Context: an optimization exercise on an open-source flow, tuned for small area. The choices shown serve that exercise and are no tape-out recipe.
In this exercise RTL edits were held to simulation tests only and were not proved equivalent to the original.
The clock cells of runs 5 and 6 come from the design's own scripts or RTL, not from TritonCTS.
The clock port is modelled as an ideal driver, which makes a skipped or thinned clock tree look cheaper than it is; a real chip needs a root buffer or a tree.
No activity file was given, so power comes from the tool's default toggle rates.

===== flow/config.mk =====
export PLATFORM = sky130hd
export DESIGN_NAME = sccb_target
export DESIGN_NICKNAME = sccb_target
export VERILOG_FILES = /design/flow/design.v
export SDC_FILE = /design/flow/constraint.sdc
export NUM_CORES = 4
export LEC_CHECK = 0
export CAP_MARGIN = 20
export CORE_MARGIN = 2
export CORE_UTILIZATION = 70
export PLACE_DENSITY = 0.8
export SLEW_MARGIN = 20

===== flow/constraint.sdc =====
create_clock -name core_clock -period 10.0 [get_ports {clk}]
set_input_delay 2.0000 -clock core_clock [delete_from_list [all_inputs] [get_ports {clk}]]
set_output_delay 2.0000 -clock core_clock [all_outputs]
set_load 0.01 [all_outputs]

===== flow/flow/synth_area.tcl =====
# The standard flow's synthesis script (synth_recipe.tcl, which runs ORFS's synth.tcl) with one change:
# ABC maps the logic with Yosys's default (area-oriented) script instead of ORFS's
# delay-oriented one and without its delay target, as the design has several ns of setup slack. Flip-flops are mapped
# before ABC runs, so the registers, their names and cells are those of the standard synthesis.
proc abc {args} {
  set keep {}
  for {set i 0} {$i < [llength $args]} {incr i} {
    set a [lindex $args $i]
    if {$a in {-script -constr -D}} { incr i; continue }
    lappend keep $a
  }
  yosys abc {*}$keep
}
source $::env(FLOW_WORK)/synth_recipe.tcl

===== flow/flow/fixclk.tcl =====
# Sourced by ORFS's global_route.tcl after global routing (POST_GLOBAL_ROUTE_TCL).
# Upsizes clock buffers whose loads would see too much slew, estimated from the global
# routes: first the buffers that drive other clock buffers, then those that drive
# flip-flops, and then tries smaller buffers where the slew allows. Then it legalises, reroutes the changed nets, checks again, and rewrites the
# route guides.
set ::fix_target 0.120
set ::fix_ladder {sky130_fd_sc_hd__clkbuf_1 sky130_fd_sc_hd__clkbuf_2 sky130_fd_sc_hd__clkbuf_4
  sky130_fd_sc_hd__clkbuf_8 sky130_fd_sc_hd__clkbuf_16}

proc fix_pin_slew {pin} {
  set w 0
  foreach e {rise fall} {
    foreach a {min max} {
      set s [get_property $pin slew_${a}_$e]
      if {$s > $w} { set w $s }
    }
  }
  return $w
}

proc fix_load_slew {inst} {
  set out [get_pins -of_objects $inst -filter "direction==output"]
  set w 0
  foreach p [get_pins -quiet -of_objects [get_nets -of_objects $out] -filter "direction==input"] {
    set s [fix_pin_slew $p]
    if {$s > $w} { set w $s }
  }
  return $w
}

# Try one size smaller for each buffer that drives flip-flops; keep it if its loads stay
# under the target.
proc fix_down {} {
  global fix_target fix_ladder
  set n 0
  foreach inst [get_cells -quiet clkbuf_leaf_*] {
    set m [get_property $inst ref_name]
    set i [lsearch -exact $fix_ladder $m]
    if {$i <= 0} { continue }
    set nm [lindex $fix_ladder [expr {$i - 1}]]
    replace_cell $inst $nm
    set w [fix_load_slew $inst]
    if {$w > $fix_target - 0.003} {
      replace_cell $inst $m
    } else {
      puts "fixclk: [get_full_name $inst] $m -> $nm (slew $w)"
      incr n
    }
  }
  return $n
}

# Upsize the clock tree buffers of one kind (leaf 1: driving anything but clock buffers)
# whose loads are over the target.
proc fix_pass {leaf} {
  global fix_target fix_ladder
  set n 0
  foreach inst [get_cells -quiet clkbuf_*] {
    set m [get_property $inst ref_name]
    set i [lsearch -exact $fix_ladder $m]
    if {$i < 0} { continue }
    set out [get_pins -of_objects $inst -filter "direction==output"]
    set loads [get_pins -quiet -of_objects [get_nets -of_objects $out] -filter "direction==input"]
    set to_ff 0
    set w 0
    foreach p $loads {
      if {[lsearch -exact $fix_ladder [get_property [get_cells -of_objects $p] ref_name]] < 0} { set to_ff 1 }
      set s [fix_pin_slew $p]
      if {$s > $w} { set w $s }
    }
    if {$to_ff != $leaf || $w <= $fix_target} { continue }
    set name [get_full_name $inst]
    if {$i == [llength $fix_ladder] - 1} {
      puts "fixclk: $name ($m) slew $w left as is"
      continue
    }
    set nm [lindex $fix_ladder [expr {$i + 1}]]
    puts "fixclk: $name $m -> $nm (slew $w)"
    replace_cell $inst $nm
    incr n
  }
  return $n
}

set_propagated_clock [all_clocks]
# The reroute after legalising can change other clock nets, so check again until a round
# changes nothing.
for {set round 0} {$round < 4} {incr round} {
  set changed 0
  global_route -start_incremental
  foreach leaf {0 1} {
    for {set it 0} {$it < 4} {incr it} {
      estimate_parasitics -global_routing
      set n [fix_pass $leaf]
      puts "fixclk: round $round leaf $leaf pass $it upsized $n"
      incr changed $n
      if {$n == 0} { break }
    }
  }
  if {$round == 0} {
    set n [fix_down]
    puts "fixclk: round $round downsized $n"
    incr changed $n
    estimate_parasitics -global_routing
    set n [fix_pass 1]
    puts "fixclk: round $round after downsizing upsized $n"
  }
  detailed_placement
  global_route -end_incremental
  if {$changed == 0} { break }
}
check_placement -verbose
estimate_parasitics -global_routing
write_guides $::env(RESULTS_DIR)/route.guide

===== flow/flow/run.sh =====
#!/bin/bash
# The standard layout (standard.sh) with an area-oriented logic mapping and a leaner
# clock tree:
# - synthesis is the standard flow's own script with ABC's default area mapping (synth_area.tcl);
# - CTS without dummy loads, clustered onto clkbuf_8 leaf buffers;
# - small port buffers;
# - after global routing, clock buffers whose loads would see too much slew are upsized
#   (fixclk.tcl).
# Each run's full output goes to a log file in the folder this runs in.
set -euo pipefail
here=$(pwd)
export FLOW_WORK=$here
cts="-sink_clustering_enable -repair_clock_nets -dont_use_dummy_load"
cts="$cts -buf_list sky130_fd_sc_hd__clkbuf_16 -sink_clustering_size 26 -sink_clustering_max_diameter 50"
bash standard.sh finish \
  "SYNTH_SCRIPT=$here/flow/synth_area.tcl" \
  "CTS_ARGS=$cts" \
  "BUFFER_PORTS_ARGS=-buffer_cell sky130_fd_sc_hd__buf_1" \
  "POST_GLOBAL_ROUTE_TCL=$here/flow/fixclk.tcl" > "$here/standard.log" 2>&1

===== flow/design.v =====
module sccb_target #(
  parameter logic [7:0] DEV_ADDR = 8'h60
) (
  input  logic       clk,
  input  logic       reset,
  input  logic       scl,
  input  logic       sda_in,
  output logic       sda,
  output logic       sda_oe,
  output logic       wr_stb,
  output logic [7:0] wr_addr,
  output logic [7:0] wr_data,
  output logic       busy
);
  typedef enum logic [2:0] {
    IDLE, DEV, DEV_ACK, SUB, WACK, WDAT, RDAT, RD_ACK
  } state_t;
  logic       scl_s1, scl_s2, scl_h, scl_h2;
  logic       sda_s1, sda_s2, sda_h, sda_h2;
  logic       scl_rise, scl_fall, bus_start, bus_stop;
  state_t     state, state_n;
  logic [8:0] shift, shift_n;
  logic [7:0] ptr, ptr_n;
  logic       sda_oe_n, busy_n, wr_stb_n;
  logic       reg_we, wr_vld;
  logic [7:0] rx_byte, rd_byte;
  logic       rx_last, tx_done;
  logic [127:0][7:0] bank0, bank1;
  logic [6:0] phase;
  logic [7:0] pend_addr, pend_data;
  logic [7:0] rbuf, ptr_inc;
  logic       commit, reading, at_ptr, after_ptr, rd_bank;
  logic [7:0] head0, head1;
  assign sda = 1'b0;
  assign rx_byte = {shift[6:0], sda_h};
  assign rx_last = shift[7];
  assign tx_done = (shift[7:0] == 8'h00);
  assign rd_byte = rbuf;
  assign scl_rise  = scl_h & ~scl_h2;
  assign scl_fall  = ~scl_h & scl_h2;
  assign bus_start = scl_h & scl_h2 & sda_h2 & ~sda_h;
  assign bus_stop  = scl_h & scl_h2 & ~sda_h2 & sda_h;
  always_ff @(posedge clk or posedge reset) begin
    if (reset) begin
      scl_s1 <= 1'b1;
      scl_s2 <= 1'b1;
      scl_h  <= 1'b1;
      scl_h2 <= 1'b1;
      sda_s1 <= 1'b1;
      sda_s2 <= 1'b1;
      sda_h  <= 1'b1;
      sda_h2 <= 1'b1;
    end else begin
      scl_s1 <= scl;
      scl_s2 <= scl_s1;
      scl_h  <= scl_s2;
      scl_h2 <= scl_h;
      sda_s1 <= sda_in;
      sda_s2 <= sda_s1;
      sda_h  <= sda_s2;
      sda_h2 <= sda_h;
    end
  end
  always_ff @(posedge clk or posedge reset) begin
    if (reset) begin
      state  <= IDLE;
      ptr    <= 8'h00;
      sda_oe <= 1'b0;
      busy   <= 1'b0;
      wr_stb <= 1'b0;
      wr_vld <= 1'b0;
    end else begin
      state  <= state_n;
      ptr    <= ptr_n;
      sda_oe <= sda_oe_n;
      busy   <= busy_n;
      wr_stb <= wr_stb_n;
      if (reg_we) wr_vld <= 1'b1;
    end
  end
  always_ff @(posedge clk) begin
    shift   <= shift_n;
  end
  assign wr_addr = wr_vld ? pend_addr : 8'h00;
  assign wr_data = wr_vld ? pend_data : 8'h00;
  assign ptr_inc   = ptr + 8'd1;
  assign reading   = (state == RDAT || state == RD_ACK);
  assign at_ptr    = (ptr[6:0] == phase);
  assign rd_bank   = reading ? ptr_inc[7] : ptr[7];
  assign commit = (pend_addr[6:0] == phase);
  assign head0  = (commit && !pend_addr[7]) ? pend_data : bank0[127];
  assign head1  = (commit &&  pend_addr[7]) ? pend_data : bank1[127];
  always_ff @(posedge clk) begin
    phase <= phase + 7'd1;
    bank0 <= {bank0[126:0], head0};
    bank1 <= {bank1[126:0], head1};
    if (reg_we) begin
      pend_addr <= ptr;
      pend_data <= rx_byte;
    end
    after_ptr <= at_ptr;
    if (reading ? after_ptr : at_ptr) rbuf <= rd_bank ? head1 : head0;
  end
  always_comb begin
    state_n   = state;
    shift_n   = shift;
    ptr_n     = ptr;
    sda_oe_n  = sda_oe;
    busy_n    = busy;
    wr_stb_n  = 1'b0;
    reg_we    = 1'b0;
    if (bus_start) begin
      state_n   = DEV;
      shift_n   = 9'h001;
      sda_oe_n  = 1'b0;
    end else if (bus_stop) begin
      state_n  = IDLE;
      sda_oe_n = 1'b0;
      busy_n   = 1'b0;
    end else begin
      case (state)
        DEV: if (scl_rise) begin
          shift_n   = {shift[7:0], sda_h};
          if (rx_last) begin
            if (rx_byte[7:1] == DEV_ADDR[7:1]) begin
              state_n = DEV_ACK;
              busy_n  = 1'b1;
            end else begin
              state_n = IDLE;
            end
          end
        end
        DEV_ACK: if (scl_fall) begin
          if (!sda_oe) begin
            sda_oe_n = 1'b1;
          end else if (shift[0]) begin   
            state_n   = RDAT;
            shift_n   = {rd_byte[6:0], 2'b10};
            sda_oe_n  = ~rd_byte[7];
          end else begin
            state_n   = SUB;
            sda_oe_n  = 1'b0;
            shift_n   = 9'h001;
          end
        end
        SUB: if (scl_rise) begin
          shift_n   = {shift[7:0], sda_h};
          if (rx_last) begin
            ptr_n     = rx_byte;
            state_n   = WACK;
          end
        end
        WACK: if (scl_fall) begin
          if (!sda_oe) begin
            sda_oe_n = 1'b1;
          end else begin
            state_n   = WDAT;
            sda_oe_n  = 1'b0;
            shift_n   = 9'h001;
          end
        end
        WDAT: if (scl_rise) begin
          shift_n   = {shift[7:0], sda_h};
          if (rx_last) begin
            reg_we    = 1'b1;
            wr_stb_n  = 1'b1;
            state_n   = WACK;
            ptr_n     = ptr_inc;
          end
        end
        RDAT: if (scl_fall) begin
          if (tx_done) begin
            sda_oe_n = 1'b0;
            state_n  = RD_ACK;
          end else begin
            sda_oe_n = ~shift[8];
            shift_n  = {shift[7:0], 1'b0};
          end
        end
        RD_ACK: if (scl_rise) begin
          if (!sda_h) begin
            state_n   = RDAT;
            ptr_n     = ptr_inc;
            shift_n   = {rbuf, 1'b1};
          end else begin
            state_n = IDLE;
          end
        end
        default: sda_oe_n = 1'b0;   
      endcase
    end
  end
endmodule

===== flow/standard.sh =====
#!/bin/bash
# synth_recipe.tcl (not shown) runs the flow's synth.tcl, then flattens the netlist and writes it again
# the make line also repeats each setting of config.mk as NAME=value (left out here)
make -C /OpenROAD-flow-scripts/flow DESIGN_CONFIG=/design/flow/config.mk WORK_HOME=/design/flow/orfs CLKGATE_MAP_FILE= SYNTH_SCRIPT=/design/flow/synth_recipe.tcl "${@:-finish}"

==> results of run 1 <==
## sequential cells by signal, summed over array words and instances (netlist names)
register	flops
after_ptr	1
bank0	1024
bank1	1024
busy	1
pend_addr	8
pend_data	8
phase	7
ptr	8
rbuf	8
scl_h	1
scl_h2	1
scl_s1	1
scl_s2	1
sda_h	1
sda_h2	1
sda_oe	1
sda_s1	1
sda_s2	1
shift	9
state	3
wr_stb	1
wr_vld	1
## routing by layer
layer | track usage, % | routed length (um) | share of wire [%] | vias up
met3 | 3.44 | 2170 | 3.5 | 116
li1 | - | - | - | 7547
met5 | 0 | 0 | 0 | -
met2 | 35.4 | 31900 | 51 | 240
met1 | 26.0 | 27100 | 43 | 7457
met4 | 5.58 | 1410 | 2.2 | 0
## layout make-up
| cell class | instances | area [um2] |
|---|---|---|
| multi-input cells | 224 | 1520 |
| inverters | 6 | 22.5 |
| fillers | 3221 | 14800 |
| flip-flops and latches | 2112 | 42600 |
| repair buffers | 25 | 103 |
| clock buffers | 114 | 2540 |
| well taps | 846 | 1060 |
## worst max-delay path, stage by stage, from the launching register on
cell,delay [ns]
dfrtp_1,0.55
and2_0,0.20
buf_1,0.16
## cell families (layout without fill, tap and decap cells)
group,Yosys count,in the layout
compound gates,61,61
xor+xnor,22,22
fa+ha+maj,2,2
buf+inv,7,145
flops,2112,2112
mux,28,28
other cells,1,1
simple gates,110,110
## layout by cell type (no fill, tap or decap), drive strengths merged, types with 7 or more instances in the layout
| master | Yosys | final |
|---|---|---|
| a21oi | 12 | 12 |
| a31oi | 7 | 7 |
| and2 | 17 | 17 |
| buf | 1 | 24 |
| clkbuf | 0 | 115 |
| dfrtp | 15 | 15 |
| dfstp | 8 | 8 |
| dfxtp | 2065 | 2065 |
| edfxtp | 24 | 24 |
| mux2 | 25 | 25 |
| nand2 | 22 | 22 |
| nand3 | 13 | 13 |
| nor2 | 24 | 24 |
| o21ai | 11 | 11 |
| xnor2 | 16 | 16 |
## through the flow
stage	utilization (%)	total power, W	cells
floorplan	-	0.00867	2343
global placement	72.3	0.00869	3212
detailed placement	72.3	0.00869	3212
CTS	76.8	0.0131	3326
finish	76.3	0.0127	3327
## power groups by stage
stage          combinational (W)  sequential, W  clock [W]
2_1_floorplan          0.0000339        0.00864          0
3_3_place_gp           0.0000449        0.00865          0
3_5_place_dp           0.0000448        0.00865          0
4_1_cts                0.0000453        0.00845    0.00457
6_report               0.0000481        0.00845    0.00419
## worst max-delay path by stage
stage	end	cells past startpoint	startpoint
2_1_floorplan	wr_data[7]	1	wr_vld$_DFFE_PP0P_
3_3_place_gp	wr_addr[6]	2	wr_vld$_DFFE_PP0P_
3_5_place_dp	wr_addr[1]	2	wr_vld$_DFFE_PP0P_
4_1_cts	wr_addr[1]	2	wr_vld$_DFFE_PP0P_
6_report	wr_addr[1]	2	wr_vld$_DFFE_PP0P_
==> impl_metrics.tcl, run 1 <==
set metrics [dict create \
    synth_most_common_cell "dfxtp_1" \
    setup_viol 0 \
    cts-buffers-inserted 114 \
    dp_hpwl_mm 29.1 \
    finalWirelength_mm 62.5 \
    avgSynthCellArea_um2 18.9 \
    finalInstanceArea_um2 47900 \
    critical_path_class "register to output pin" \
    die_x_um 255 \
    synth_top_family_by_area "simple AND/OR/NAND/NOR gates" \
    swShare_pct 19.4 \
    io_pins 24 \
    postSynthCellCount 2343 \
    grt_overflow 0 \
    synth_cell_type_count 46 \
    wl_per_cell_um 18.8 \
    fin_skew_ns 0.0766 \
    r2r_slack_ns 7.34 \
    n_antenna_cell 0 \
    clk_latency_ns 0.65 \
    vias_per_cell 4.62 \
    synth_xor_area_share_pct 0.436 \
    grt_antenna_before_repair 1 \
    finalCriticalPeriod_ns 3.49 \
    reg2regPathDepth 5 \
    power.internal_w 0.0102 \
    p_clk_share_pct 33.0 \
    synth_compound_area_share_pct 0.929 \
    drt_iter0_drc 720 \
    synth.area.top_cells "dfxtp_1 (94%), edfxtp_1 (1.6%), dfrtp_1 (0.85%)" \
    crit_path_max_fanout 17 \
    pwr-share-seq_pct 66.6 \
    power_frac_comb_pct 0.4 \
    place_congestion 0.809 \
    initial_core_util_pct 70.4 \
    synth_flop_cell "dfxtp_1" \
    ys_top_cells_by_count "dfxtp_1 (2065), mux2_1 (25), edfxtp_1 (24), nor2_1 (24), nand2_1 (22)" \
    cts_tree "yes" \
    synth_edf_count 24 \
    vias 15400 \
    cellPowerDensity_nw_per_um2 265 \
    synth_area_um2 44200 \
    clk_pin_slew_worst_paths_ns 0.09 \
    syn_nets 2349 \
    cts_resized 0 \
    antenna_left 0 \
    p_leak_nw 19.1 \
    die_h_um 255 \
    post_cts_buffers 0 \
    synthArstFlopShare_pct 1.09 \
    fp-row-count 92 \
    dpl_worst_slack_ns 7.12 \
    setup_ws_ns 6.51 \
    critPathRequiredTime_ns 8.00 \
    area_growth_pct 8.38 \
    tightest_slew_ns 1.06 \
    yosysWarnings 1 \
    fin_crit_sh_pct 34.9 \
    htree_levels 3 \
    cap_viol_max_count 0 \
    hold_violations 0 \
    fin_hold_ws_ns 0.249 \
    synth_top_area_share_pct 93.6 \
    nNetsFinal 2489 \
    die-area_um2 65100 \
    track_usage_pct 20.2 \
    grt_pass1_wl_mm 98.0 \
    arrival_ns 1.49 \
    synthSimpleGateAreaFrac_pct 1.28 \
    yosysTopAreaCell "dfxtp_1" \
    switchingPower_w 0.00246 \
    max-slew-margin-rel_pct 27.3 \
    end_kind "output pin" \
    ys_seq_area_share_pct 96.5 \
    first_pass_iters 5 \
    startpoint_type "register" \
    min_path_type "register to register" \
    cts_sinks 2112 \
    drive_gt1_share_pct 5.12 \
    grt_max_degree 27 \
    cts.path.max_buffers 3 \
    outcome "no timing/DRC/antenna violations" \
    min_to "bank1[27]$_DFF_P_" \
    hold_buffers 0 \
    reg2reg_to "rbuf[0]$_DFFE_PP_" \
    synth_fa_ha_area_share_pct 0.0566 \
    fmax_mhz 287 \
    synth_seq_cells 2112 \
    vdd_drop_max_uv 173 \
    io_buffers 22 \
    r2r-start "ptr[0]$_DFFE_PP0P_" \
    slew_viol_final 0 \
    root_buffer "clkbuf_16" \
    route.detailed.drc 0 \
    worstHoldPathCells 0 \
    core-area_um2 62700 \
    worstHoldStart "bank1[19]$_DFF_P_" \
    synthMuxAreaShare_pct 0.705 \
    dpl_cell_area_um2 45300 \
    grt_pass1_vias 16800 \
    finalSetupTns_ns 0 \
]
==> inputs of run 2 (changes only) <==
--- a/flow/flow/run.sh
+++ b/flow/flow/run.sh
@@ -3,5 +3,5 @@
 # clock tree:
 # - synthesis is the standard flow's own script with ABC's default area mapping (synth_area.tcl);
-# - CTS without dummy loads, clustered onto clkbuf_8 leaf buffers;
+# - CTS without dummy loads, clustered onto clkbuf_8 leaf buffers (18 flip-flops each);
 # - small port buffers;
 # - after global routing, clock buffers whose loads would see too much slew are upsized
@@ -12,5 +12,5 @@
 export FLOW_WORK=$here
 cts="-sink_clustering_enable -repair_clock_nets -dont_use_dummy_load"
-cts="$cts -buf_list sky130_fd_sc_hd__clkbuf_16 -sink_clustering_size 26 -sink_clustering_max_diameter 50"
+cts="$cts -buf_list sky130_fd_sc_hd__clkbuf_8 -sink_clustering_size 18 -sink_clustering_max_diameter 60"
 bash standard.sh finish \
   "SYNTH_SCRIPT=$here/flow/synth_area.tcl" \
==> flow/flow/fixclk.tcl (replaced) <==
# Sourced by ORFS's global_route.tcl after global routing (POST_GLOBAL_ROUTE_TCL).
# Sizes the clock tree buffers from the global routes' parasitics: the buffers that drive
# flip-flops (leaf buffers) are upsized until the flip-flop clock pins are under
# fix_target, and the buffers that drive only other clock buffers (upper buffers) are
# made as small as their loads allow (input slew of the leaf buffers at most fix_upper,
# and the leaf buffers' own loads still under fix_target). Then it legalises, reroutes the
# changed nets, checks again, and rewrites the route guides.
set ::fix_target 0.120
set ::fix_upper 0.200
set ::fix_ladder {sky130_fd_sc_hd__clkbuf_1 sky130_fd_sc_hd__clkbuf_2 sky130_fd_sc_hd__clkbuf_4
  sky130_fd_sc_hd__clkbuf_8 sky130_fd_sc_hd__clkbuf_16}

proc fix_pin_slew {pin} {
  set w 0
  foreach e {rise fall} {
    foreach a {min max} {
      set s [get_property $pin slew_${a}_$e]
      if {$s > $w} { set w $s }
    }
  }
  return $w
}

proc fix_loads {inst} {
  set out [get_pins -of_objects $inst -filter "direction==output"]
  return [get_pins -quiet -of_objects [get_nets -of_objects $out] -filter "direction==input"]
}

proc fix_load_slew {inst} {
  set w 0
  foreach p [fix_loads $inst] {
    set s [fix_pin_slew $p]
    if {$s > $w} { set w $s }
  }
  return $w
}

# 1 if every load of inst is a clock tree buffer.
proc fix_is_upper {inst} {
  global fix_ladder
  foreach p [fix_loads $inst] {
    if {[lsearch -exact $fix_ladder [get_property [get_cells -of_objects $p] ref_name]] < 0} {
      return 0
    }
  }
  return 1
}

proc fix_resize {inst step} {
  global fix_ladder
  set m [get_property $inst ref_name]
  set i [expr {[lsearch -exact $fix_ladder $m] + $step}]
  if {$i < 0 || $i >= [llength $fix_ladder]} { return "" }
  set nm [lindex $fix_ladder $i]
  replace_cell $inst $nm
  return $nm
}

# Upsize each leaf buffer whose flip-flops are over the target.
proc fix_up_leaves {} {
  global fix_target
  set n 0
  foreach inst [get_cells -quiet clkbuf_*] {
    if {[fix_is_upper $inst]} { continue }
    set w [fix_load_slew $inst]
    if {$w <= $fix_target} { continue }
    set m [get_property $inst ref_name]
    set nm [fix_resize $inst 1]
    if {$nm eq ""} {
      puts "fixclk: [get_full_name $inst] ($m) slew $w left as is"
      continue
    }
    puts "fixclk: [get_full_name $inst] $m -> $nm (slew $w)"
    incr n
  }
  return $n
}

# Upsize each upper buffer whose loads are over fix_upper.
proc fix_up_upper {} {
  global fix_upper
  set n 0
  foreach inst [get_cells -quiet clkbuf_*] {
    if {![fix_is_upper $inst]} { continue }
    set w [fix_load_slew $inst]
    if {$w <= $fix_upper} { continue }
    set m [get_property $inst ref_name]
    set nm [fix_resize $inst 1]
    if {$nm eq ""} { continue }
    puts "fixclk: [get_full_name $inst] $m -> $nm (slew $w)"
    incr n
  }
  return $n
}

# Downsize each upper buffer while its loads and its leaf buffers' loads stay in bounds.
proc fix_down_upper {} {
  global fix_target fix_upper
  set n 0
  foreach inst [get_cells -quiet clkbuf_*] {
    if {![fix_is_upper $inst]} { continue }
    while {1} {
      set m [get_property $inst ref_name]
      set nm [fix_resize $inst -1]
      if {$nm eq ""} { break }
      set ok [expr {[fix_load_slew $inst] <= $fix_upper - 0.005}]
      if {$ok} {
        foreach p [fix_loads $inst] {
          set c [get_cells -of_objects $p]
          if {![fix_is_upper $c] && [fix_load_slew $c] > $fix_target - 0.003} { set ok 0; break }
        }
      }
      if {!$ok} {
        replace_cell $inst $m
        break
      }
      puts "fixclk: [get_full_name $inst] $m -> $nm (down)"
      incr n
    }
  }
  return $n
}

set_propagated_clock [all_clocks]
# The reroute after legalising can change other clock nets, so check again until a round
# changes nothing.
for {set round 0} {$round < 4} {incr round} {
  set changed 0
  global_route -start_incremental
  estimate_parasitics -global_routing
  if {$round == 0} {
    set n [fix_down_upper]
    puts "fixclk: round $round downsized $n upper buffers"
    incr changed $n
  }
  for {set it 0} {$it < 4} {incr it} {
    set n [expr {[fix_up_upper] + [fix_up_leaves]}]
    puts "fixclk: round $round pass $it upsized $n"
    incr changed $n
    if {$n == 0} { break }
  }
  detailed_placement
  global_route -end_incremental
  if {$changed == 0} { break }
}
check_placement -verbose
estimate_parasitics -global_routing
write_guides $::env(RESULTS_DIR)/route.guide
==> impl_metrics.tcl, run 2 <==
set metrics [dict create \
    outcome "no timing/DRC/antenna violations" \
    first_pass_iters 5 \
    worstPathCellList "and2_0 > buf_1" \
    die-area_um2 65100 \
    cts_tree "yes" \
    avgSynthCellArea_um2 18.9 \
    io_pins 24 \
    swShare_pct 19.2 \
    critPathTopFamily "flip-flops" \
    vias 15100 \
    place_congestion 0.809 \
    final_cell_mix "dfxtp_1 (2065), clkbuf_8 (124), mux2_1 (25), nor2_1 (24), edfxtp_1 (24)" \
    switchingPower_w 0.00231 \
    die_x_um 255 \
    layout_commonest_cell "dfxtp_1" \
    synth_most_common_cell "dfxtp_1" \
    critPathRequiredTime_ns 8.00 \
    track_usage_pct 16.8 \
    route.detailed.drc 0 \
    post_cts_buffers 0 \
    cp_slowest_cell "dfrtp_1" \
    clk_pin_slew_worst_paths_ns 0.10 \
    cts.path.max_buffers 3 \
    initial_core_util_pct 70.4 \
    finalPower_w 0.0120 \
    path_buf_inv 1 \
    grt_overflow 0 \
    dp_hpwl_mm 29.1 \
    tightest_slew_ns 1.08 \
    startpoint_type "register" \
    fin_crit_sh_pct 35.2 \
    final_util_pct 75.4 \
    nNetsFinal 2510 \
    syn_nets 2349 \
    grt_pass1_vias 15800 \
    clk_latency_ns 0.71 \
    synth_seq_cells 2112 \
    fmax_mhz 284 \
    cts_sinks 2112 \
    setup_viol 0 \
    fin_hold_ws_ns 0.246 \
    synth_flop_cell "dfxtp_1" \
    cap_viol_max_count 0 \
    area_growth_pct 6.99 \
    grt_pass1_wl_mm 83.4 \
    grt_antenna_before_repair 3 \
    synth_edf_count 24 \
    antenna_left 0 \
    io_buffers 22 \
    end_kind "output pin" \
    power.internal_w 0.00972 \
    largestRegisters "bank0 x1024, bank1 x1024, shift x9" \
    cts-buffers-inserted 136 \
    power_frac_comb_pct 0.4 \
    p_clk_share_pct 29.3 \
    finalCriticalPeriod_ns 3.52 \
    max_stage_delay_ns 0.56 \
    arrival_ns 1.52 \
    die_h_um 255 \
    ys_top_cells_by_count "dfxtp_1 (2065), mux2_1 (25), edfxtp_1 (24), nor2_1 (24), nand2_1 (22)" \
    slew_viol_final 0 \
    finalWirelength_mm 53.6 \
    vias_per_cell 4.51 \
    drt_iter0_drc 683 \
    crit_path_max_fanout 17 \
    drive_gt1_share_pct 5.92 \
    synth.area.top_cells "dfxtp_1 (94%), edfxtp_1 (1.6%), dfrtp_1 (0.85%)" \
    yosysWarnings 1 \
    hold_violations 0 \
    cts_resized 0 \
    grt_max_degree 24 \
    htree_levels 4 \
    layoutNonFillerInstCount 3351 \
    root_buffer "clkbuf_8" \
    fillers 3294 \
    vdd_drop_max_uv 175 \
    pwr-share-seq_pct 70.3 \
    hold_buffers 0 \
    fp-row-count 92 \
    fin_skew_ns 0.113 \
    core-area_um2 62700 \
    cellPowerDensity_nw_per_um2 254 \
    postSynthCellCount 2343 \
    synth_area_um2 44200 \
    synth_top_area_share_pct 93.6 \
    ys_seq_area_share_pct 96.5 \
    synthArstFlopShare_pct 1.09 \
    p_leak_nw 18.8 \
    synth_cell_type_count 46 \
    min_path_type "register to register" \
    critical_path_class "register to output pin" \
    wl_per_cell_um 16.0 \
    yosysTopAreaCell "dfxtp_1" \
    finalSetupTns_ns 0 \
    max-slew-margin-rel_pct 27.9 \
    dp.cells 3212 \
]
run 2: final cells by class:
class | count | area [um2] | area share (%)
Antenna cell | 3 | 7.51 | 0.0159
Clock buffer | 136 | 1920 | 4.06
Tap cell | 846 | 1060 | 2.24
Sequential cell | 2112 | 42600 | 90.2
Timing Repair Buffer | 24 | 97.6 | 0.206
Inverter | 6 | 22.5 | 0.0476
Multi-Input combinational cell | 224 | 1520 | 3.22
run 2: power by group through the flow:
stage / Clock, W / Sequential, W / Combinational (W)
after floorplan: 0 / 0.00864 / 0.0000339
after CTS: 0.00357 / 0.00845 / 0.0000453
after global placement: 0 / 0.00865 / 0.0000449
final: 0.00353 / 0.00845 / 0.0000455
after detailed placement: 0 / 0.00865 / 0.0000448
run 2: metal layers:
layer | part of all wire (%) | vias up | wire, um | track usage, %
met5 | 0 | - | 0 | 0
met4 | 2.5 | 0 | 1350 | 7.40
met3 | 3.4 | 118 | 1840 | 3.52
met2 | 46 | 222 | 24600 | 25.9
met1 | 48 | 7188 | 25800 | 23.4
li1 | - | 7587 | - | -
run 2: cells by family after synthesis:
family | share of synthesized area [%]
AO/OA/AOI/OAI | 0.929
XOR/XNOR | 0.436
adder cells (fa/ha/maj) | 0.0566
buffers and inverters | 0.0680
flip-flops | 96.5
multiplexers | 0.705
other | 0.00849
AND/OR/NAND/NOR | 1.28
run 2: final timing paths:
check / start / end / slack, ns / cells past startpoint
worst max register to register: ptr[0]$_DFFE_PP0P_ / rbuf[0]$_DFFE_PP_ / 7.34 / 5
worst min register to register: bank1[95]$_DFF_P_ / bank1[103]$_DFF_P_ / 0.25 / 0
worst max-delay path: wr_vld$_DFFE_PP0P_ / wr_addr[1] / 6.48 / 2
worst min-delay path: bank1[95]$_DFF_P_ / bank1[103]$_DFF_P_ / 0.25 / 0
max in group asynchronous: reset / wr_vld$_DFFE_PP0P_ / 8.19 / 2
min in group asynchronous: reset / ptr[0]$_DFFE_PP0P_ / 1.34 / 2
run 2: per-stage QoR:
stage	area, um2	setup WS (ns)
global placement	45300	7.17
CTS	47200	6.25
floorplan	44200	7.30
finish	47300	6.48
detailed placement	45300	7.12
==> inputs of run 3 (changes only) <==
--- a/flow/flow/run.sh
+++ b/flow/flow/run.sh
@@ -5,5 +5,5 @@
 # - CTS without dummy loads, clustered onto clkbuf_8 leaf buffers (18 flip-flops each);
 # - small port buffers;
-# - after global routing, clock buffers whose loads would see too much slew are upsized
+# - after global routing, the clock buffers are resized to the slew their loads allow
 #   (fixclk.tcl).
 # Each run's full output goes to a log file in the folder this runs in.
==> impl_metrics.tcl, run 3 <==
set metrics [dict create \
    ys_seq_area_share_pct 96.5 \
    synth.area.top_cells "dfxtp_1 (94%), edfxtp_1 (1.6%), dfrtp_1 (0.85%)" \
    cts_resized 0 \
    htree_levels 4 \
    nNetsFinal 2510 \
    drive_gt1_share_pct 5.92 \
    largestRegisters "bank0 x1024, bank1 x1024, shift x9" \
    startpoint_type "register" \
    io_buffers 22 \
    die_x_um 255 \
    cap_viol_max_count 0 \
    io_pins 24 \
    core-area_um2 62700 \
    p_leak_nw 18.8 \
    die-area_um2 65100 \
    worstPathCellList "and2_0 > buf_1" \
    yosysWarnings 1 \
    critPathRequiredTime_ns 8.00 \
    route.detailed.drc 0 \
    crit_path_max_fanout 17 \
    min_path_type "register to register" \
    cts_tree "yes" \
    slew_viol_final 0 \
    cts-buffers-inserted 136 \
    final_util_pct 75.4 \
    postSynthCellCount 2343 \
    grt_pass1_wl_mm 83.4 \
    path_buf_inv 1 \
    hold_violations 0 \
    synthArstFlopShare_pct 1.09 \
    synth_most_common_cell "dfxtp_1" \
    layoutNonFillerInstCount 3351 \
    finalCriticalPeriod_ns 3.52 \
    grt_pass1_vias 15800 \
    antenna_left 0 \
    track_usage_pct 16.8 \
    synth_cell_type_count 46 \
    final_cell_mix "dfxtp_1 (2065), clkbuf_8 (124), mux2_1 (25), nor2_1 (24), edfxtp_1 (24)" \
    cp-startpoint "wr_vld$_DFFE_PP0P_" \
    area_growth_pct 6.99 \
    cp_slowest_cell "dfrtp_1" \
    fmax_mhz 284 \
    synth_area_um2 44200 \
    cellPowerDensity_nw_per_um2 254 \
    end_kind "output pin" \
    yosysTopAreaCell "dfxtp_1" \
    outcome "no timing/DRC/antenna violations" \
    cts.path.max_buffers 3 \
    synth_flop_cell "dfxtp_1" \
    initial_core_util_pct 70.4 \
    grt_antenna_before_repair 3 \
    layout_commonest_cell "dfxtp_1" \
    critPathTopFamily "flip-flops" \
    dp_hpwl_mm 29.1 \
    clk_latency_ns 0.71 \
    tightest_slew_ns 1.08 \
    root_buffer "clkbuf_8" \
    fin_crit_sh_pct 35.2 \
    dpl_cell_area_um2 45300 \
    critical_path_class "register to output pin" \
    synth_edf_count 24 \
    finalInstanceArea_um2 47300 \
    r2r-start "ptr[0]$_DFFE_PP0P_" \
    ys_top_cells_by_count "dfxtp_1 (2065), mux2_1 (25), edfxtp_1 (24), nor2_1 (24), nand2_1 (22)" \
    place_congestion 0.809 \
    post_cts_buffers 0 \
    synth_top_area_share_pct 93.6 \
    max-slew-margin-rel_pct 27.9 \
    arrival_ns 1.52 \
    clk_pin_slew_worst_paths_ns 0.10 \
    crit_cells 2 \
    hold_buffers 0 \
    syn_nets 2349 \
    synth_seq_cells 2112 \
    reg2reg_to "rbuf[0]$_DFFE_PP_" \
    fp-row-count 92 \
    vias_per_cell 4.51 \
    grt_overflow 0 \
    finalSetupTns_ns 0 \
    r2r_slack_ns 7.34 \
    avgSynthCellArea_um2 18.9 \
    fin_skew_ns 0.113 \
    setup_viol 0 \
    drt_iter0_drc 683 \
    reg2regPathDepth 5 \
    cts_sinks 2112 \
    vias 15100 \
    max_stage_delay_ns 0.56 \
    die_h_um 255 \
    dp.cells 3212 \
    crit_path_end "wr_addr[1]" \
    wl_per_cell_um 16.0 \
    finalWirelength_mm 53.6 \
    first_pass_iters 5 \
    grt_max_degree 24 \
    vdd_drop_max_uv 175 \
]
[run 3: cell counts in the layout (fill, tap and decap cells not counted)]
No cell type changed its count.
[run 3: cell type report]
class / instances / area [um2]
inverter: 6 / 22.5
sequential: 2112 / 42600
antenna: 3 / 7.51
tap: 846 / 1060
clock buffer: 136 / 1920
multi-input combinational: 224 / 1520
timing repair buffer: 24 / 97.6
fill: 3294 / 15500
[run 3: worst min-delay path by stage]
stage          depth (start not counted)               start                   to
6_report                               0   bank1[95]$_DFF_P_   bank1[103]$_DFF_P_
4_1_cts                                0   bank1[19]$_DFF_P_    bank1[27]$_DFF_P_
3_5_place_dp                           0  bank0[215]$_DFF_P_   bank0[223]$_DFF_P_
3_3_place_gp                           0  bank0[435]$_DFF_P_   bank0[443]$_DFF_P_
2_1_floorplan                          0  bank0[992]$_DFF_P_  bank0[1000]$_DFF_P_
[run 3: cell families after synthesis]
kind of cell / Yosys count / share of synthesized area [%]
other: 1 / 0.00849
AOI/OAI and AO/OA: 61 / 0.929
muxes: 28 / 0.705
xor gates and xnor gates: 22 / 0.436
DFF: 2112 / 96.5
adders and majority gates: 2 / 0.0566
and+or+nand+nor: 110 / 1.28
buffers and inverters: 7 / 0.0680
[run 3: power breakdown]
group	total (W)	internal (W)	leakage [nW]	switching, W
Sequential	0.00845	0.00843	17.1	0.0000205
Combinational	0.0000455	0.0000165	0.664	0.0000290
Clock	0.00353	0.00127	1.00	0.00226
[run 3: metrics by stage]
stage | power (W) | setup WS [ns] | hold WS, ns
CTS | 0.0121 | 6.25 | 0.244
floorplan | 0.00867 | 7.30 | 0.310
detailed placement | 0.00869 | 7.12 | 0.312
global placement | 0.00869 | 7.17 | 0.313
finish | 0.0120 | 6.48 | 0.246
[run 3: per-layer routing]
layer | part of all wire, % | vias to the layer above | GRT usage (%)
li1 | - | 7587 | -
met1 | 48 | 7188 | 23.4
met2 | 46 | 222 | 25.9
met3 | 3.4 | 118 | 3.52
met4 | 2.5 | 0 | 7.40
met5 | 0 | - | 0
[run 3: worst reg2reg max path, cell delays in order, from the launching register on]
cell and delay [ns]:
dfrtp_1 0.52, and4_1 0.31, nand4_1 0.15, xnor2_1 0.18, mux2i_1 0.79, mux2_1 0.39
==> inputs of run 4 (changes only) <==
--- a/flow/flow/run.sh
+++ b/flow/flow/run.sh
@@ -12,5 +12,5 @@
 export FLOW_WORK=$here
 cts="-sink_clustering_enable -repair_clock_nets -dont_use_dummy_load"
-cts="$cts -buf_list sky130_fd_sc_hd__clkbuf_8 -sink_clustering_size 18 -sink_clustering_max_diameter 60"
+cts="$cts -buf_list sky130_fd_sc_hd__clkbuf_8 -sink_clustering_size 20 -sink_clustering_max_diameter 60"
 bash standard.sh finish \
   "SYNTH_SCRIPT=$here/flow/synth_area.tcl" \
==> impl_metrics.tcl, run 4 <==
set metrics [dict create \
    outcome "no timing/DRC/antenna violations" \
    cts_resized 0 \
    layoutNonFillerInstCount 3330 \
    cap_viol_max_count 0 \
    synth_cell_type_count 46 \
    finalWirelength_mm 66.3 \
    root_buffer "clkbuf_8" \
    yosysTopAreaCell "dfxtp_1" \
    wl_per_cell_um 19.9 \
    cellPowerDensity_nw_per_um2 270 \
    route.detailed.drc 0 \
    largestRegisters "bank0 x1024, bank1 x1024, shift x9" \
    critPathRequiredTime_ns 8.00 \
    dp_hpwl_mm 29.1 \
    fmax_mhz 283 \
    avgSynthCellArea_um2 18.9 \
    startpoint_type "register" \
    fin_hold_ws_ns 0.270 \
    ys_top_cells_by_count "dfxtp_1 (2065), mux2_1 (25), edfxtp_1 (24), nor2_1 (24), nand2_1 (22)" \
    nNetsFinal 2491 \
    multi_input_area_um2 1520 \
    synth_most_common_cell "dfxtp_1" \
    clk_latency_ns 0.68 \
    cts.path.max_buffers 3 \
    end_kind "output pin" \
    core-area_um2 62700 \
    p_leak_nw 19.2 \
    fin_crit_sh_pct 35.3 \
    drt_iter0_drc 933 \
    io_buffers 22 \
    min_path_type "register to register" \
    first_pass_iters 7 \
    place_congestion 0.809 \
    fp-row-count 92 \
    clk_pin_slew_worst_paths_ns 0.09 \
    synth_seq_cells 2112 \
    post_cts_buffers 0 \
    layout_commonest_cell "dfxtp_1" \
    critical_path_class "register to output pin" \
    finalSetupTns_ns 0 \
    initial_core_util_pct 70.4 \
    synth_flop_cell "dfxtp_1" \
    switchingPower_w 0.00256 \
    critPathTopFamily "flip-flops" \
    grt_max_degree 24 \
    swShare_pct 19.7 \
    final_cell_mix "dfxtp_1 (2065), clkbuf_16 (109), mux2_1 (25), nor2_1 (24), edfxtp_1 (24)" \
    cts-buffers-inserted 117 \
    postSynthCellCount 2343 \
    setup_viol 0 \
    synth_top_area_share_pct 93.6 \
    io_pins 24 \
    synth_edf_count 24 \
    syn_nets 2349 \
    crit_path_max_fanout 17 \
    ys_seq_area_share_pct 96.5 \
    hold_buffers 0 \
    hold_violations 0 \
    cts_sinks 2112 \
    power_frac_comb_pct 0.4 \
    register_area_um2 42600 \
    grt_antenna_before_repair 4 \
    die-area_um2 65100 \
    area_growth_pct 9.05 \
    die_x_um 255 \
    max-slew-margin-rel_pct 29.2 \
    track_usage_pct 16.7 \
    power.internal_w 0.0104 \
    synthArstFlopShare_pct 1.09 \
    worstPathCellList "and2_0 > buf_1" \
    die_h_um 255 \
    synth.area.top_cells "dfxtp_1 (94%), edfxtp_1 (1.6%), dfrtp_1 (0.85%)" \
    path_buf_inv 1 \
    drive_gt1_share_pct 5.20 \
    vdd_drop_max_uv 193 \
    htree_levels 3 \
    vias 15500 \
    finalCriticalPeriod_ns 3.53 \
    grt_overflow 0 \
    pwr-share-seq_pct 64.9 \
    slew_viol_final 0 \
    antenna_left 0 \
    grt_pass1_vias 15700 \
    cp_slowest_cell "dfrtp_1" \
    dp.cells 3212 \
    fillers 3199 \
    tightest_slew_ns 1.03 \
    fin_skew_ns 0.0671 \
    yosysWarnings 1 \
    vias_per_cell 4.64 \
    max_stage_delay_ns 0.56 \
    synth_area_um2 44200 \
    grt_pass1_wl_mm 83.6 \
    cts_tree "yes" \
    arrival_ns 1.53 \
    finalPower_w 0.0130 \
    p_clk_share_pct 34.7 \
]
==> run 4: power groups by stage <==
stage                     combinational [W]  clock (W)  sequential, W
after CTS                         0.0000453    0.00334        0.00845
final                             0.0000460    0.00452        0.00845
after floorplan                   0.0000339          0        0.00864
after global placement            0.0000449          0        0.00865
after detailed placement          0.0000448          0        0.00865
==> run 4: cell type report <==
type / count / share of cell area [%]
Antenna cell: 1 / 0.00519
Multi-Input combinational cell: 224 / 3.16
Clock buffer: 117 / 5.89
Inverter: 6 / 0.0467
Sequential cell: 2112 / 88.5
Timing Repair Buffer: 24 / 0.203
Tap cell: 846 / 2.20
==> run 4: logic make-up after synthesis <==
kind of cell | Yosys count | synth area share [%]
xor+xnor | 22 | 0.436
fa+ha+maj | 2 | 0.0566
other cells | 1 | 0.00849
mux | 28 | 0.705
compound gates | 61 | 0.929
flops | 2112 | 96.5
simple gates | 110 | 1.28
buf+inv | 7 | 0.0680
==> run 4: worst paths after layout <==
path                                    start                   end  slack (ns)  cells past startpoint
max reg2reg                ptr[0]$_DFFE_PP0P_     rbuf[0]$_DFFE_PP_        7.36                      5
min in group asynchronous               reset    ptr[0]$_DFFE_PP0P_        1.36                      2
max                        wr_vld$_DFFE_PP0P_            wr_addr[1]        6.47                      2
min                        bank1[228]$_DFF_P_    bank1[236]$_DFF_P_        0.27                      0
min reg2reg                bank1[228]$_DFF_P_    bank1[236]$_DFF_P_        0.27                      0
max in group asynchronous               reset  state[0]$_DFFE_PP0P_        8.18                      2
==> run 4: per-layer routing <==
layer	share of wire, %	track usage (%)	routed length, um	vias up
met3	3.1	3.27	2080	107
met2	52	26.5	34700	242
li1	-	-	-	7557
met4	2.4	5.43	1580	0
met1	42	23.4	28000	7560
met5	0	0	0	-
==> run 4: through the flow <==
stage / worst slack, ns / util [%] / instance area, um2
floorplan: 7.30 / - / 44200
global placement: 7.17 / 72.3 / 45300
detailed placement: 7.12 / 72.3 / 45300
CTS: 6.31 / 74.8 / 47000
finish: 6.47 / 76.8 / 48200
==> inputs of run 5 (changes only) <==
--- a/flow/flow/run.sh
+++ b/flow/flow/run.sh
@@ -5,6 +5,7 @@
 # - CTS without dummy loads, clustered onto clkbuf_8 leaf buffers (18 flip-flops each);
 # - small port buffers;
-# - after global routing, the clock buffers are resized to the slew their loads allow
-#   (fixclk.tcl).
+# - after global routing, the leaf clock buffers become inverters (and the root buffer
+#   too, so each flip-flop still sees two inversions), and the clock tree cells are
+#   resized to the slew their loads allow (fixclk.tcl).
 # Each run's full output goes to a log file in the folder this runs in.
 set -euo pipefail
@@ -12,5 +13,5 @@
 export FLOW_WORK=$here
 cts="-sink_clustering_enable -repair_clock_nets -dont_use_dummy_load"
-cts="$cts -buf_list sky130_fd_sc_hd__clkbuf_8 -sink_clustering_size 20 -sink_clustering_max_diameter 60"
+cts="$cts -buf_list sky130_fd_sc_hd__clkbuf_8 -sink_clustering_size 24 -sink_clustering_max_diameter 60"
 bash standard.sh finish \
   "SYNTH_SCRIPT=$here/flow/synth_area.tcl" \
--- a/flow/flow/fixclk.tcl
+++ b/flow/flow/fixclk.tcl
@@ -1,4 +1,5 @@
 # Sourced by ORFS's global_route.tcl after global routing (POST_GLOBAL_ROUTE_TCL).
-# Sizes the clock tree buffers from the global routes' parasitics: the buffers that drive
+# Turns the leaf clock buffers (and the root buffer, to keep the clock's polarity) into
+# inverters, which drive the same load in less area, then sizes the clock tree cells from the global routes' parasitics: the buffers that drive
 # flip-flops (leaf buffers) are upsized until the flip-flop clock pins are under
 # fix_target, and the buffers that drive only other clock buffers (upper buffers) are
@@ -10,4 +11,14 @@
 set ::fix_ladder {sky130_fd_sc_hd__clkbuf_1 sky130_fd_sc_hd__clkbuf_2 sky130_fd_sc_hd__clkbuf_4
   sky130_fd_sc_hd__clkbuf_8 sky130_fd_sc_hd__clkbuf_16}
+set ::fix_inv_ladder {sky130_fd_sc_hd__inv_2 sky130_fd_sc_hd__inv_4 sky130_fd_sc_hd__inv_6
+  sky130_fd_sc_hd__inv_8 sky130_fd_sc_hd__inv_12 sky130_fd_sc_hd__inv_16}
+
+# The sizes a clock tree cell of master m may take, or {} for any other cell.
+proc fix_sizes {m} {
+  global fix_ladder fix_inv_ladder
+  if {[lsearch -exact $fix_ladder $m] >= 0} { return $fix_ladder }
+  if {[lsearch -exact $fix_inv_ladder $m] >= 0} { return $fix_inv_ladder }
+  return {}
+}
 
 proc fix_pin_slew {pin} {
@@ -38,7 +49,6 @@
 # 1 if every load of inst is a clock tree buffer.
 proc fix_is_upper {inst} {
-  global fix_ladder
   foreach p [fix_loads $inst] {
-    if {[lsearch -exact $fix_ladder [get_property [get_cells -of_objects $p] ref_name]] < 0} {
+    if {[fix_sizes [get_property [get_cells -of_objects $p] ref_name]] eq {}} {
       return 0
     }
@@ -48,9 +58,9 @@
 
 proc fix_resize {inst step} {
-  global fix_ladder
   set m [get_property $inst ref_name]
-  set i [expr {[lsearch -exact $fix_ladder $m] + $step}]
-  if {$i < 0 || $i >= [llength $fix_ladder]} { return "" }
-  set nm [lindex $fix_ladder $i]
+  set sizes [fix_sizes $m]
+  set i [expr {[lsearch -exact $sizes $m] + $step}]
+  if {$i < 0 || $i >= [llength $sizes]} { return "" }
+  set nm [lindex $sizes $i]
   replace_cell $inst $nm
   return $nm
@@ -122,4 +132,83 @@
 }
 
+# Replace clock buffer inst by an inverter of master m in the same place, on the same nets.
+proc fix_to_inverter {inst m} {
+  set blk [ord::get_db_block]
+  set old [$blk findInst $inst]
+  set in_net [[$old findITerm A] getNet]
+  set out_net [[$old findITerm X] getNet]
+  set loc [$old getLocation]
+  odb::dbInst_destroy $old
+  set new [odb::dbInst_create $blk [[ord::get_db] findMaster $m] "${inst}_inv"]
+  $new setLocation [lindex $loc 0] [lindex $loc 1]
+  $new setPlacementStatus PLACED
+  [$new findITerm A] connect $in_net
+  [$new findITerm Y] connect $out_net
+}
+
+# Inverting leaf buffers need the same number of inverters above them: the root buffer
+# (the one the clock port drives) becomes an inverter too, so every flip-flop still sees
+# two inversions. Done only if every clock tree cell is either a leaf driving only
+# flip-flops or a buffer driving only clock tree cells.
+proc fix_invert_tree {} {
+  set leaves {}
+  set root ""
+  foreach inst [get_cells -quiet clkbuf_*] {
+    set n_buf 0
+    set n_ff 0
+    foreach p [fix_loads $inst] {
+      set c [get_cells -of_objects $p]
+      if {[fix_sizes [get_property $c ref_name]] ne {}} {
+        incr n_buf
+      } elseif {[get_property $p is_clock]} {
+        incr n_ff
+      } else {
+        puts "fixclk: [get_full_name $inst] drives [get_full_name $p], tree kept"
+        return 0
+      }
+    }
+    if {$n_buf > 0 && $n_ff > 0} {
+      puts "fixclk: [get_full_name $inst] drives both buffers and flip-flops, tree kept"
+      return 0
+    }
+    if {$n_ff > 0} { lappend leaves [get_full_name $inst] }
+    set drv [get_pins -quiet -of_objects [get_nets -of_objects [get_pins -of_objects $inst -filter "direction==input"]] -filter "direction==output"]
+    if {[llength $drv] == 0} {
+      if {$root ne ""} { puts "fixclk: two roots, tree kept"; return 0 }
+      set root [get_full_name $inst]
+    }
+  }
+  if {$root eq "" || [llength $leaves] == 0 || [lsearch -exact $leaves $root] >= 0} {
+    puts "fixclk: no separate root, tree kept"
+    return 0
+  }
+  fix_to_inverter $root sky130_fd_sc_hd__inv_16
+  foreach inst $leaves {
+    fix_to_inverter $inst sky130_fd_sc_hd__inv_8
+  }
+  puts "fixclk: root $root and [llength $leaves] leaf buffers made inverters"
+  return 1
+}
+
+# Downsize each leaf while its flip-flops stay under the target.
+proc fix_down_leaves {} {
+  global fix_target
+  set n 0
+  foreach inst [get_cells -quiet clkbuf_*] {
+    if {[fix_is_upper $inst]} { continue }
+    while {1} {
+      set m [get_property $inst ref_name]
+      set nm [fix_resize $inst -1]
+      if {$nm eq ""} { break }
+      if {[fix_load_slew $inst] > $fix_target - 0.003} {
+        replace_cell $inst $m
+        break
+      }
+      incr n
+    }
+  }
+  return $n
+}
+
 set_propagated_clock [all_clocks]
 # The reroute after legalising can change other clock nets, so check again until a round
@@ -130,4 +219,9 @@
   estimate_parasitics -global_routing
   if {$round == 0} {
+    if {[fix_invert_tree]} {
+      estimate_parasitics -global_routing
+      set n [fix_down_leaves]
+      puts "fixclk: round $round downsized $n leaf inverters"
+    }
     set n [fix_down_upper]
     puts "fixclk: round $round downsized $n upper buffers"
==> impl_metrics.tcl, run 5 <==
set metrics [dict create \
    crit_path_max_fanout 17 \
    largestRegisters "bank0 x1024, bank1 x1024, shift x9" \
    finalPower_w 0.0120 \
    hold_violations 0 \
    syn_nets 2349 \
    io_pins 24 \
    critPathRequiredTime_ns 8.00 \
    drive_gt1_share_pct 4.54 \
    die_h_um 255 \
    synth_flop_cell "dfxtp_1" \
    min_path_type "register to register" \
    end_kind "output pin" \
    grt_pass1_wl_mm 82.6 \
    cp-startpoint "wr_vld$_DFFE_PP0P_" \
    grt_pass1_vias 15400 \
    max-slew-margin-rel_pct 25.3 \
    tightest_slew_ns 1.12 \
    yosysWarnings 1 \
    p_clk_share_pct 29.2 \
    synth_seq_cells 2112 \
    grt_antenna_before_repair 3 \
    first_pass_iters 4 \
    initial_core_util_pct 70.4 \
    clk_latency_ns 0.55 \
    vias 15200 \
    synth_area_um2 44200 \
    r2r-start "ptr[0]$_DFFE_PP0P_" \
    outcome "no timing/DRC/antenna violations" \
    synth_top_area_share_pct 93.6 \
    synthArstFlopShare_pct 1.09 \
    finalWirelength_mm 58.3 \
    p_leak_nw 18.6 \
    hold_buffers 0 \
    fp-row-count 92 \
    die-area_um2 65100 \
    worstHoldStart "bank1[219]$_DFF_P_" \
    power.internal_w 0.00906 \
    switchingPower_w 0.00295 \
    fillers 3341 \
    pwr-share-seq_pct 70.4 \
    track_usage_pct 16.5 \
    synth_cell_type_count 46 \
    wl_per_cell_um 17.6 \
    ys_seq_area_share_pct 96.5 \
    avgSynthCellArea_um2 18.9 \
    vias_per_cell 4.58 \
    layout_commonest_cell "dfxtp_1" \
    slew_viol_final 0 \
    place_congestion 0.809 \
    finalCriticalPeriod_ns 3.37 \
    critical_path_class "register to output pin" \
    cts_sinks 2112 \
    synth.area.top_cells "dfxtp_1 (94%), edfxtp_1 (1.6%), dfrtp_1 (0.85%)" \
    reg2regPathDepth 5 \
    grt_overflow 0 \
    fmax_mhz 297 \
    nNetsFinal 2474 \
    worstHoldPathCells 0 \
    core-area_um2 62700 \
    cts_resized 0 \
    vdd_drop_max_uv 218 \
    power_frac_comb_pct 0.4 \
    finalSetupTns_ns 0 \
    dp_hpwl_mm 29.1 \
    fin_crit_sh_pct 33.7 \
    die_x_um 255 \
    final_cell_mix "dfxtp_1 (2065), inv_12 (81), mux2_1 (25), nor2_1 (24), edfxtp_1 (24)" \
    startpoint_type "register" \
    clk_pin_slew_worst_paths_ns 0.10 \
    io_buffers 22 \
    synth_most_common_cell "dfxtp_1" \
    antenna_left 0 \
    final_util_pct 74.9 \
    synth_edf_count 24 \
    fin_skew_ns 0.109 \
    cap_viol_max_count 0 \
    drt_iter0_drc 815 \
    area_growth_pct 6.41 \
    swShare_pct 24.6 \
    setup_viol 0 \
    post_cts_buffers 0 \
    arrival_ns 1.37 \
    ys_top_cells_by_count "dfxtp_1 (2065), mux2_1 (25), edfxtp_1 (24), nor2_1 (24), nand2_1 (22)" \
    grt_max_degree 25 \
    cellPowerDensity_nw_per_um2 256 \
    route.detailed.drc 0 \
    yosysTopAreaCell "dfxtp_1" \
    postSynthCellCount 2343 \
]
## run 5: cell types whose count changed in the layout (fill, tap and decap cells not counted), sizes merged
cell | previous run | this run
clkbuf | 117 | 8
inv | 0 | 92
## run 5: power groups by stage
stage	clock [W]	sequential (W)	combinational (W)
after floorplan	0	0.00864	0.0000339
after global placement	0	0.00865	0.0000449
after detailed placement	0	0.00865	0.0000448
after CTS	0.00315	0.00846	0.0000453
final	0.00351	0.00846	0.0000461
## run 5: per-layer routing
metal / wire length, um / track usage, %
met1: 26300 / 23.3
met2: 29000 / 26.3
met3: 1600 / 2.73
met4: 1470 / 5.88
met5: 0 / 0
## run 5: area by class of cell
class                   instances  area [um2]  area share, %
diodes                          1        2.50        0.00532
clock buffers                   8         200          0.426
flip-flops and latches       2112       42600           90.7
inverters                      98        1490           3.17
multi-input cells             224        1520           3.24
well taps                     846        1060           2.25
repair buffers                 24        97.6          0.208
## run 5: cells by family after synthesis
family	after synthesis	synth area share (%)
buffers and inverters	7	0.0680
AND/OR/NAND/NOR	110	1.28
flip-flops	2112	96.5
adder cells (fa/ha/maj)	2	0.0566
XOR/XNOR	22	0.436
AO/OA/AOI/OAI	61	0.929
other	1	0.00849
multiplexers	28	0.705
## run 5: critical path: stages, from the launching register on
cell and delay (ns):
dfrtp_1 0.57, and2_0 0.20, buf_1 0.16
## run 5: path summary, 6_finish.rpt
kind                            slack, ns                 end
worst min-delay path                 0.24  bank1[227]$_DFF_P_
max in group asynchronous            8.00    busy$_DFFE_PP0P_
worst max register to register       7.31   rbuf[1]$_DFFE_PP_
worst max-delay path                 6.63          wr_addr[1]
min in group asynchronous            1.51  ptr[0]$_DFFE_PP0P_
worst min register to register       0.24  bank1[227]$_DFF_P_
## run 5: through the flow
stage / instance area (um2) / hold slack (ns) / setup slack (ns) / instances
final: 47000 / 0.238 / 6.63 / 3313
after CTS: 46700 / 0.289 / 6.31 / 3312
after detailed placement: 45300 / 0.312 / 7.12 / 3212
after global placement: 45300 / 0.313 / 7.17 / 3212
after floorplan: 44200 / 0.310 / 7.30 / 2343
==> inputs of run 6 (changes only) <==
--- a/flow/flow/run.sh
+++ b/flow/flow/run.sh
@@ -13,5 +13,5 @@
 export FLOW_WORK=$here
 cts="-sink_clustering_enable -repair_clock_nets -dont_use_dummy_load"
-cts="$cts -buf_list sky130_fd_sc_hd__clkbuf_8 -sink_clustering_size 24 -sink_clustering_max_diameter 60"
+cts="$cts -buf_list sky130_fd_sc_hd__clkbuf_8 -sink_clustering_size 18 -sink_clustering_max_diameter 60"
 bash standard.sh finish \
   "SYNTH_SCRIPT=$here/flow/synth_area.tcl" \
==> impl_metrics.tcl, run 6 <==
set metrics [dict create \
    drive_gt1_share_pct 5.92 \
    slew_viol_final 0 \
    swShare_pct 23.7 \
    postSynthCellCount 2343 \
    synth.area.top_cells "dfxtp_1 (94%), edfxtp_1 (1.6%), dfrtp_1 (0.85%)" \
    post_cts_buffers 0 \
    fin_skew_ns 0.0779 \
    vias_per_cell 4.52 \
    cellPowerDensity_nw_per_um2 254 \
    startpoint_type "register" \
    max-slew-margin-rel_pct 29.1 \
    p_clk_share_pct 29.0 \
    grt_pass1_wl_mm 83.4 \
    fp-row-count 92 \
    synth_flop_cell "dfxtp_1" \
    finalWirelength_mm 53.4 \
    die-area_um2 65100 \
    grt_overflow 0 \
    reg2reg_to "rbuf[0]$_DFFE_PP_" \
    fmax_mhz 301 \
    die_h_um 255 \
    cp_slowest_cell "dfrtp_1" \
    arrival_ns 1.32 \
    track_usage_pct 16.8 \
    vias 15100 \
    synth_area_um2 44200 \
    place_congestion 0.809 \
    wl_per_cell_um 15.9 \
    worstPathCellList "and2_0 > buf_1" \
    max_stage_delay_ns 0.56 \
    synth_top_area_share_pct 93.6 \
    clk_pin_slew_worst_paths_ns 0.09 \
    pwr-share-seq_pct 70.6 \
    yosysTopAreaCell "dfxtp_1" \
    drt_iter0_drc 695 \
    switchingPower_w 0.00284 \
    critical_path_class "register to output pin" \
    crit_path_end "wr_addr[1]" \
    syn_nets 2349 \
    ys_top_cells_by_count "dfxtp_1 (2065), mux2_1 (25), edfxtp_1 (24), nor2_1 (24), nand2_1 (22)" \
    nNetsFinal 2510 \
    fin_crit_sh_pct 33.2 \
    io_buffers 22 \
    power_frac_comb_pct 0.4 \
    dpl_cell_area_um2 45300 \
    setup_viol 0 \
    fillers 3402 \
    min_path_type "register to register" \
    critPathRequiredTime_ns 8.00 \
    grt_antenna_before_repair 3 \
    cts_resized 0 \
    io_pins 24 \
    grt_max_degree 24 \
    yosysWarnings 1 \
    route.detailed.drc 0 \
    cp-startpoint "wr_vld$_DFFE_PP0P_" \
    power.internal_w 0.00913 \
    hold_buffers 0 \
    vdd_drop_max_uv 173 \
    reg2regPathDepth 5 \
    die_x_um 255 \
    synth_cell_type_count 46 \
    outcome "no timing/DRC/antenna violations" \
    core-area_um2 62700 \
    r2r-start "ptr[0]$_DFFE_PP0P_" \
    clk_latency_ns 0.47 \
    ys_seq_area_share_pct 96.5 \
    cts_sinks 2112 \
    hold_violations 0 \
    avgSynthCellArea_um2 18.9 \
    largestRegisters "bank0 x1024, bank1 x1024, shift x9" \
    finalSetupTns_ns 0 \
    tightest_slew_ns 1.06 \
    synth_most_common_cell "dfxtp_1" \
    first_pass_iters 4 \
    synth_seq_cells 2112 \
    synth_edf_count 24 \
    finalCriticalPeriod_ns 3.32 \
    grt_pass1_vias 15800 \
    initial_core_util_pct 70.4 \
    p_leak_nw 18.7 \
    layout_commonest_cell "dfxtp_1" \
    r2r_slack_ns 7.35 \
    cap_viol_max_count 0 \
    crit_path_max_fanout 17 \
    antenna_left 0 \
    synthArstFlopShare_pct 1.09 \
    dp_hpwl_mm 29.1 \
    area_growth_pct 6.50 \
    end_kind "output pin" \
    final_cell_mix "dfxtp_1 (2065), inv_8 (106), mux2_1 (25), nor2_1 (24), edfxtp_1 (24)" \
    finalInstanceArea_um2 47100 \
]
==> run 6: power by group through the flow <==
| stage | combinational (W) | clock, W | sequential [W] |
|---|---|---|---|
| final | 0.0000455 | 0.00348 | 0.00845 |
| after CTS | 0.0000453 | 0.00357 | 0.00845 |
| after detailed placement | 0.0000448 | 0 | 0.00865 |
| after global placement | 0.0000449 | 0 | 0.00865 |
| after floorplan | 0.0000339 | 0 | 0.00864 |
==> run 6: area by class of cell <==
type / count / area (um2) / area share, %
Tap cell: 846 / 1060 / 2.25
Antenna cell: 1 / 2.50 / 0.00532
Multi-Input combinational cell: 224 / 1520 / 3.23
Inverter: 126 / 1340 / 2.85
Sequential cell: 2112 / 42600 / 90.6
Clock buffer: 16 / 389 / 0.827
Timing Repair Buffer: 24 / 97.6 / 0.207
==> run 6: per-stage QoR <==
step | std cells | hold slack [ns] | setup slack, ns | utilization, % | power, W
6_report | 3349 | 0.279 | 6.68 | 75.0 | 0.0120
4_1_cts | 3348 | 0.244 | 6.25 | 75.3 | 0.0121
3_5_place_dp | 3212 | 0.312 | 7.12 | 72.3 | 0.00869
2_1_floorplan | 2343 | 0.310 | 7.30 | - | 0.00867
3_3_place_gp | 3212 | 0.313 | 7.17 | 72.3 | 0.00869
==> run 6: kinds of logic after synthesis <==
group	Yosys count	share of synthesized area, %
flops	2112	96.5
buf+inv	7	0.0680
simple gates	110	1.28
xor+xnor	22	0.436
other cells	1	0.00849
fa+ha+maj	2	0.0566
mux	28	0.705
compound gates	61	0.929
==> run 6: worst min-delay path by stage <==
| stage | from | endpoint | depth (start not counted) | slack, ns |
|---|---|---|---|---|
| detailed placement | bank0[215]$_DFF_P_ | bank0[223]$_DFF_P_ | 0 | 0.31 |
| floorplan | bank0[992]$_DFF_P_ | bank0[1000]$_DFF_P_ | 0 | 0.31 |
| CTS | bank1[19]$_DFF_P_ | bank1[27]$_DFF_P_ | 0 | 0.24 |
| global placement | bank0[435]$_DFF_P_ | bank0[443]$_DFF_P_ | 0 | 0.31 |
| finish | bank1[634]$_DFF_P_ | bank1[642]$_DFF_P_ | 0 | 0.28 |
==> run 6: metal layers <==
metal | up-vias | GRT usage, % | part of all wire, %
met5 | - | 0 | 0
met2 | 216 | 25.9 | 46
li1 | 7650 | - | -
met3 | 118 | 3.52 | 3.5
met1 | 7165 | 23.4 | 48
met4 | 0 | 7.40 | 2.7
==> run 6: worst max-delay path: cells and delay by family (launching register included) <==
kind	cells	cell delay (ns)
AND/OR/NAND/NOR	1	0.20
buffers and inverters	1	0.16
flip-flops	1	0.56

## static timing again, ports no longer ideal
The results above use ideal ports. As a check the final layouts listed here were re-extracted and re-timed, cells and wires unchanged. Step 1 (the two cells are an assumption about what drives the block):
set clk [get_ports {clk}]
set_driving_cell -lib_cell sky130_fd_sc_hd__clkbuf_16 $clk
set_driving_cell -lib_cell sky130_fd_sc_hd__buf_2 [delete_from_list [all_inputs] $clk]
Step 2 also shifts input and output timing later by t, the mid clock arrival at the registers, as if the neighbouring blocks saw the same clock. Three values: ideal ports, drivers, drivers and shift; two values: the first two.
| run | shift t [ns] | setup slack, ns | clock arrival spread, ns | worst data-port slew with drivers (ns) |
|---|---|---|---|---|
| run 1 | 0.689 | 6.513 / 6.448 / 7.137 | 0.104 / 0.104 | 0.03 |
| run 2 | 0.724 | 6.480 / 6.415 / 7.139 | 0.127 / 0.128 | 0.03 |
| run 3 | 0.724 | 6.480 / 6.415 / 7.139 | 0.127 / 0.128 | 0.03 |
| run 4 | 0.717 | 6.471 / 6.399 / 7.116 | 0.082 / 0.081 | 0.03 |
| run 5 | 0.575 | 6.628 / 6.539 / 7.114 | 0.137 / 0.136 | 0.03 |
| run 6 | 0.526 | 6.681 / 6.587 / 7.113 | 0.079 / 0.078 | 0.03 |
After both steps every run listed still meets setup and hold.
